This design comes from an exercise in tuning for small area and a short achievable clock period on the open sky130 flow, not from production work.
At most, simulation tests tie the RTL to the original design; equivalence was not proved.

Setup of v47:
## arith_encoder
module arith_encoder #(
  parameter int SYMBOL_WIDTH = 4
) (
  input  logic                    general_clk,
  input  logic                    reset,
  input  logic                    in_valid,
  input  logic [15:0]             fl,
  input  logic [15:0]             fh,
  input  logic [SYMBOL_WIDTH-1:0] symbol,
  input  logic [SYMBOL_WIDTH:0]   nsyms,
  input  logic                    bool_mode,
  output logic                    out_valid,
  output logic [15:0]             range_out,
  output logic [23:0]             low_out,
  output logic [4:0]              cnt_out,
  output logic [1:0]              bit_flag,
  output logic [15:0]             out_bit_1,
  output logic [15:0]             out_bit_2
);
Size in the first run: about 130 I/O pins, about 12000 sq um of cells after synthesis.
clock: 9.0 ns
lec_check: 0
abc_area: 1
cap_margin: 20
core_margin: 2
core_utilization: 40
cts_buf_list: sky130_fd_sc_hd__clkbuf_8
place_density: 0.7
setup_slack_margin: 3.0
slew_margin: 20
standard.sh (not shown) runs the stock make flow with config.mk's settings and CLKGATE_MAP_FILE= SYNTH_SCRIPT=/design/flow/synth_recipe.tcl, a recipe that flattens the netlist after the stock synthesis.
==> flow/flow/run.sh <==
#!/bin/bash
# The standard layout with three changes: synthesis skips the quick ABC pass
# inside Yosys's synth (the final ABC mapping still runs), adders use Yosys's
# Sklansky carry network instead of Kogge-Stone, and the ports get the
# smallest buffer instead of the delay buffer that buffer_ports picks by
# default. All output goes to run_standard.log in this folder; ORFS keeps its
# own logs under orfs/logs.
set -euo pipefail
export SYNTH_ARGS="-noabc"
export SYNTH_OPERATIONS_ARGS="-extra-map +/choices/sklansky.v"
export BUFFER_PORTS_ARGS="-buffer_cell sky130_fd_sc_hd__buf_1"
bash standard.sh > run_standard.log 2>&1
v47 completed end to end with timing, DRC and antenna clean.
Here is what was changed in the inputs of v12 compared with v47.
# v47
export LEC_CHECK = 0
export ABC_AREA = 1
export CAP_MARGIN = 20
export CORE_MARGIN = 2
export CORE_UTILIZATION = 40
export CTS_BUF_LIST = sky130_fd_sc_hd__clkbuf_8
export PLACE_DENSITY = 0.7
export SETUP_SLACK_MARGIN = 3.0
export SLEW_MARGIN = 20
create_clock -name core_clock -period 9.0 [get_ports {general_clk}]
# v12
export LEC_CHECK = 0
export ABC_AREA = 1
export CAP_MARGIN = 20
export CORE_MARGIN = 2
export CORE_UTILIZATION = 40
export CTS_BUF_LIST = sky130_fd_sc_hd__clkbuf_8
export SETUP_SLACK_MARGIN = 2.5
export SLEW_MARGIN = 20
create_clock -name core_clock -period 9.0 [get_ports {general_clk}]
Results
- v12: done, clean on timing, DRC and antenna
- v47 completed end to end with timing, DRC and antenna clean.
- Summary — final critical delay including setup and external delays, v12 relative to v47: higher, by 360 ps.
- There was hardly any difference in hold buffer count at cts between v47 and v12.
- Compared v12 vs v47, and fraction of layout instances using a drive strength above 1 is down in v12.
- Comparing v12 and v47, fraction of the core area covered by cells at the end of the flow is lower on v12.
- When v12 is set beside v47, its worst hold slack turns out to be 49 ps smaller.
- Re total number of vias: v12 is 407 down on v47.
- v12 gives less combined flip-flop and latch cell area than v47 did.
- Compared to v47, v12 reaches a lower achievable clock.
[inputs] v43 vs v12
# v12
export LEC_CHECK = 0
export ABC_AREA = 1
export CAP_MARGIN = 20
export CORE_MARGIN = 2
export CORE_UTILIZATION = 40
export CTS_BUF_LIST = sky130_fd_sc_hd__clkbuf_8
export SETUP_SLACK_MARGIN = 2.5
export SLEW_MARGIN = 20
create_clock -name core_clock -period 9.0 [get_ports {general_clk}]
# v43
export LEC_CHECK = 0
export ABC_AREA = 1
export CAP_MARGIN = 20
export CORE_MARGIN = 2
export CORE_UTILIZATION = 40
export CTS_BUF_LIST = sky130_fd_sc_hd__clkbuf_8
export SETUP_SLACK_MARGIN = 3.25
export SLEW_MARGIN = 20
create_clock -name core_clock -period 9.0 [get_ports {general_clk}]
## What came out
- v43 vs v12: total length of routed wires up by a few percent
- v43 against v12: post-placement worst setup slack picked up an extra 260 ps; met1 layer wirelength in the final routing picked up an extra about 3%; number of buffers outside the clock class in the layout picked up an extra 35%; utilization picked up an extra 3.5 points.
- In v43, the setup slack of the critical path after layout came out 240 ps above the value in v12.
- Summary — clock-cell share of area, v43 relative to v12: lower, by 0.17 points.
For v22, these inputs were changed with respect to v43:
# v43
export LEC_CHECK = 0
export ABC_AREA = 1
export CAP_MARGIN = 20
export CORE_MARGIN = 2
export CORE_UTILIZATION = 40
export CTS_BUF_LIST = sky130_fd_sc_hd__clkbuf_8
export SETUP_SLACK_MARGIN = 3.25
export SLEW_MARGIN = 20
create_clock -name core_clock -period 9.0 [get_ports {general_clk}]
# v22
export LEC_CHECK = 0
export ABC_AREA = 1
export CAP_MARGIN = 20
export CORE_MARGIN = 2
export CORE_UTILIZATION = 55
export CTS_BUF_LIST = sky130_fd_sc_hd__clkbuf_8
export PLACE_DENSITY = 0.7
export SETUP_SLACK_MARGIN = 2.5
export SLEW_MARGIN = 20
create_clock -name core_clock -period 9.0 [get_ports {general_clk}]
--- outcome ---
- Of the two candidates, v43 has the better time the worst path needs with I/O delays and setup and v22 the worse one.
- Setup clock skew after layout: v22 worse than v43
- Side by side, sequential share of layout area turned out higher in v22 than in v43.
- When v22 is set beside v43, its post-detailed-placement half-perimeter wirelength turns out to be about 3.5% smaller.
- Comparing cell area after layout for v22 and v43, the smaller number came from v22.

========
## try-tundra
Starting RTL as in the previous note.
==> flow/config.mk <==
export PLATFORM = sky130hd
export DESIGN_NAME = arith_encoder
export DESIGN_NICKNAME = arith_encoder
export VERILOG_FILES = /design/flow/design.v
export SDC_FILE = /design/flow/constraint.sdc
export NUM_CORES = 4
export LEC_CHECK = 0
export ABC_AREA = 1
export CAP_MARGIN = 20
export CORE_MARGIN = 2
export CORE_UTILIZATION = 40
export CTS_BUF_LIST = sky130_fd_sc_hd__clkbuf_4 sky130_fd_sc_hd__clkbuf_8
export SETUP_SLACK_MARGIN = 2.9
export SLEW_MARGIN = 20
==> flow/constraint.sdc <==
create_clock -name core_clock -period 9.0 [get_ports {general_clk}]
set_input_delay 1.8000 -clock core_clock [delete_from_list [all_inputs] [get_ports {general_clk}]]
set_output_delay 1.8000 -clock core_clock [all_outputs]
set_load 0.01 [all_outputs]
Scripts as last shown in full above: flow/flow/run.sh
try-tundra: done, clean on timing, DRC and antenna
## Diff of input files: try-delta against try-tundra
Settings: CTS_BUF_LIST no longer set, was sky130_fd_sc_hd__clkbuf_4 sky130_fd_sc_hd__clkbuf_8; SETUP_SLACK_MARGIN now 2.5, was 2.9.
--- outcome ---
- Going from try-tundra to try-delta, flip-flop and latch count after synthesis roughly the same; final design instance area without fill lost about 2%; hold slack -0.038 ns; maximum frequency went down.
- try-delta vs. try-tundra: final core utilization lost 0.89 points; fill cell instance count of the final layout saw an increase; synthesis-to-finish area growth has decreased.
Here is what was changed in the inputs of try-juniper compared with try-delta.
Settings: SETUP_SLACK_MARGIN: 2.5 -> 3.1; CTS_BUF_LIST: unset -> sky130_fd_sc_hd__clkbuf_8.
--- outcome ---
try-juniper has hold slack above what try-delta had. Taking try-delta as the reference point, the final cycle utilization of the critical path of try-juniper falls by 3.2 points. Met2 usage in global routing delta (try-juniper -> try-delta): insignificant. Against try-delta, the final cell area of try-juniper is higher. Looking only at register cell area after layout, and setting everything else aside, the lower value of try-delta and try-juniper goes to try-delta. For post-placement cell area, try-delta and try-juniper come out practically identical. Compared with try-delta, try-juniper shows a global-route wire length before repair that is 2.4% higher.
The following lists how try-ember was set up differently from try-juniper:
Settings: SETUP_SLACK_MARGIN changed from 3.1 to 2.9; CORE_UTILIZATION changed from 40 to 50.
[summary]
[try-ember vs try-juniper] critical path depth: higher in try-ember
Total number of multi-input combinational cells: try-ember vs try-juniper, no meaningful difference
Fraction of area in clock buffers and inverters is higher on try-juniper
Here is what was changed in the inputs of try-sierra compared with try-ember.
Settings: SETUP_SLACK_MARGIN: 2.9 -> 3.0; CTS_CLUSTER_DIAMETER: unset -> 60; CORE_UTILIZATION: 50 -> 40; CTS_CLUSTER_SIZE: unset -> 20.
try-sierra has via count of the routed design above what try-ember had. try-sierra -> try-ember: wire length of the first global-routing pass flat. Delta(routed wire length, try-sierra - try-ember) > 0. Non-filler instance count after layout for try-sierra: 83 up relative to try-ember. [try-sierra vs try-ember] utilization: lower in try-sierra. Across both runs, die area was higher for try-sierra than for try-ember. Looking at detail-routed net length per standard cell, try-sierra sits 2.9% lower than try-ember does. Note that the number of buffers outside the clock class in the layout recorded for try-sierra amounts to 1.06 times the value seen in try-ember. Total half-perimeter wirelength after legalization and detailed placement shrinks slightly when moving from try-ember to try-sierra.
What try-harbor does differently from try-sierra at the input level:
Settings: CTS_CLUSTER_DIAMETER removed (was 60); CTS_CLUSTER_SIZE removed (was 20); SETUP_SLACK_MARGIN changed from 3.0 to 2.75.
Results
- try-harbor ended up with a lower total of cells resized after clock tree synthesis than try-sierra did.
- try-sierra -> try-harbor: clock network latency to the later pin of the worst-skew pair flat
- try-harbor against try-sierra; fill cell total of the finished layout is up slightly.
- Summary of try-harbor over try-sierra: register-to-register setup slack now smaller, final layout net count went down 15.

========
arith_encoder, a different RTL version from the one above (not shown whole).
Size: about 84 flip-flops, ~130 I/O pins, roughly 0.013 mm² of cells after synthesis.
export LEC_CHECK = 0
export ABC_AREA = 1
export CAP_MARGIN = 20
export CORE_MARGIN = 2
export CORE_UTILIZATION = 40
export SETUP_SLACK_MARGIN = 2.0
export SLEW_MARGIN = 20
create_clock -name core_clock -period 9.0 [get_ports {general_clk}]
==> flow/flow/run.sh <==
#!/bin/bash
# The standard layout, with the smallest buffer on the ports instead of the
# delay buffer that buffer_ports picks by default. All output goes to
# run_standard.log in this folder; ORFS keeps its own logs under orfs/logs.
set -euo pipefail
export BUFFER_PORTS_ARGS="-buffer_cell sky130_fd_sc_hd__buf_1"
bash standard.sh > run_standard.log 2>&1
==> next run, changes <==
==> flow/flow/run.sh (replaced) <==
#!/bin/bash
# The standard layout with three changes: synthesis skips the quick ABC pass
# inside Yosys's synth (the final ABC mapping still runs), adders use Yosys's
# Sklansky carry network instead of Kogge-Stone, and the ports get the
# smallest buffer instead of the delay buffer that buffer_ports picks by
# default. All output goes to run_standard.log in this folder; ORFS keeps its
# own logs under orfs/logs.
set -euo pipefail
export SYNTH_ARGS="-noabc"
export SYNTH_OPERATIONS_ARGS="-extra-map +/choices/sklansky.v"
export BUFFER_PORTS_ARGS="-buffer_cell sky130_fd_sc_hd__buf_1"
bash standard.sh > run_standard.log 2>&1
Synthesized cell count decreases by a little under a tenth; maximum frequency stays flat; synthesized area went down by a few percent; die area went down by a few percent; first-iteration DRC count goes down by about a fifth; design area came out lower by a few percent; final cell count went down by a little under a tenth; non-clock buffer count falls by 1.
No functional check of the RTL was part of any run of this note.

[re-timing with driven ports]
The flow's constraints put no driver on any port. The routed layouts listed below were extracted and timed again, unchanged, in two steps.
Step 1 sets driving cells, clkbuf_16 on the clock port and buf_2 on the other inputs (assumed; they add their load-dependent delay and slew).
Step 2 moves the port delays by t, midway between the first and last clock arrival at a register: inputs arrive t later, outputs are due t later. That takes back most of the time a late clock gives input paths.
Three values: ideal, step 1, step 2; two values: the first two.
run | t (ns) | setup WS [ns] | worst setup path after step 2 | clock arrival spread, ns
v47 | 0.411 | 3.198 / 3.198 / 2.944 | input to register | 0.016 / 0.015
v12 | 0.418 | 2.839 / 2.839 / 2.628 | input to register | 0.013 / 0.013
v43 | 0.425 | 3.080 / 3.080 / 2.901 | input to register | 0.009 / 0.009
v22 | 0.427 | 2.831 / 2.831 / 2.632 | input to register | 0.029 / 0.029
try-tundra | 0.416 | 3.221 / 3.221 / 3.047 | input to register | 0.013 / 0.013
try-delta | 0.398 | 2.879 / 2.879 / 2.801 | input to register | 0.008 / 0.008
try-juniper | 0.421 | 3.171 / 3.171 / 2.955 | input to register | 0.016 / 0.016
try-ember | 0.435 | 3.140 / 3.140 / 2.871 | input to register | 0.024 / 0.024
try-sierra | 0.413 | 3.244 / 3.244 / 3.171 | input to register | 0.017 / 0.018
try-harbor | 0.419 | 3.054 / 3.054 / 2.821 | input to register | 0.015 / 0.015
the first run of note 3 | 0.398 | 2.520 / 2.520 / 2.466 | input to register | 0.017 / 0.016
the second run of note 3 | 0.385 | 2.510 / 2.510 / 2.510 | register to register | 0.017 / 0.016
After both steps every run listed still meets setup and hold. For try-ember, which loses most, drivers alone change the setup slack by 0.000 ns; drivers and shift together by -0.269 ns.
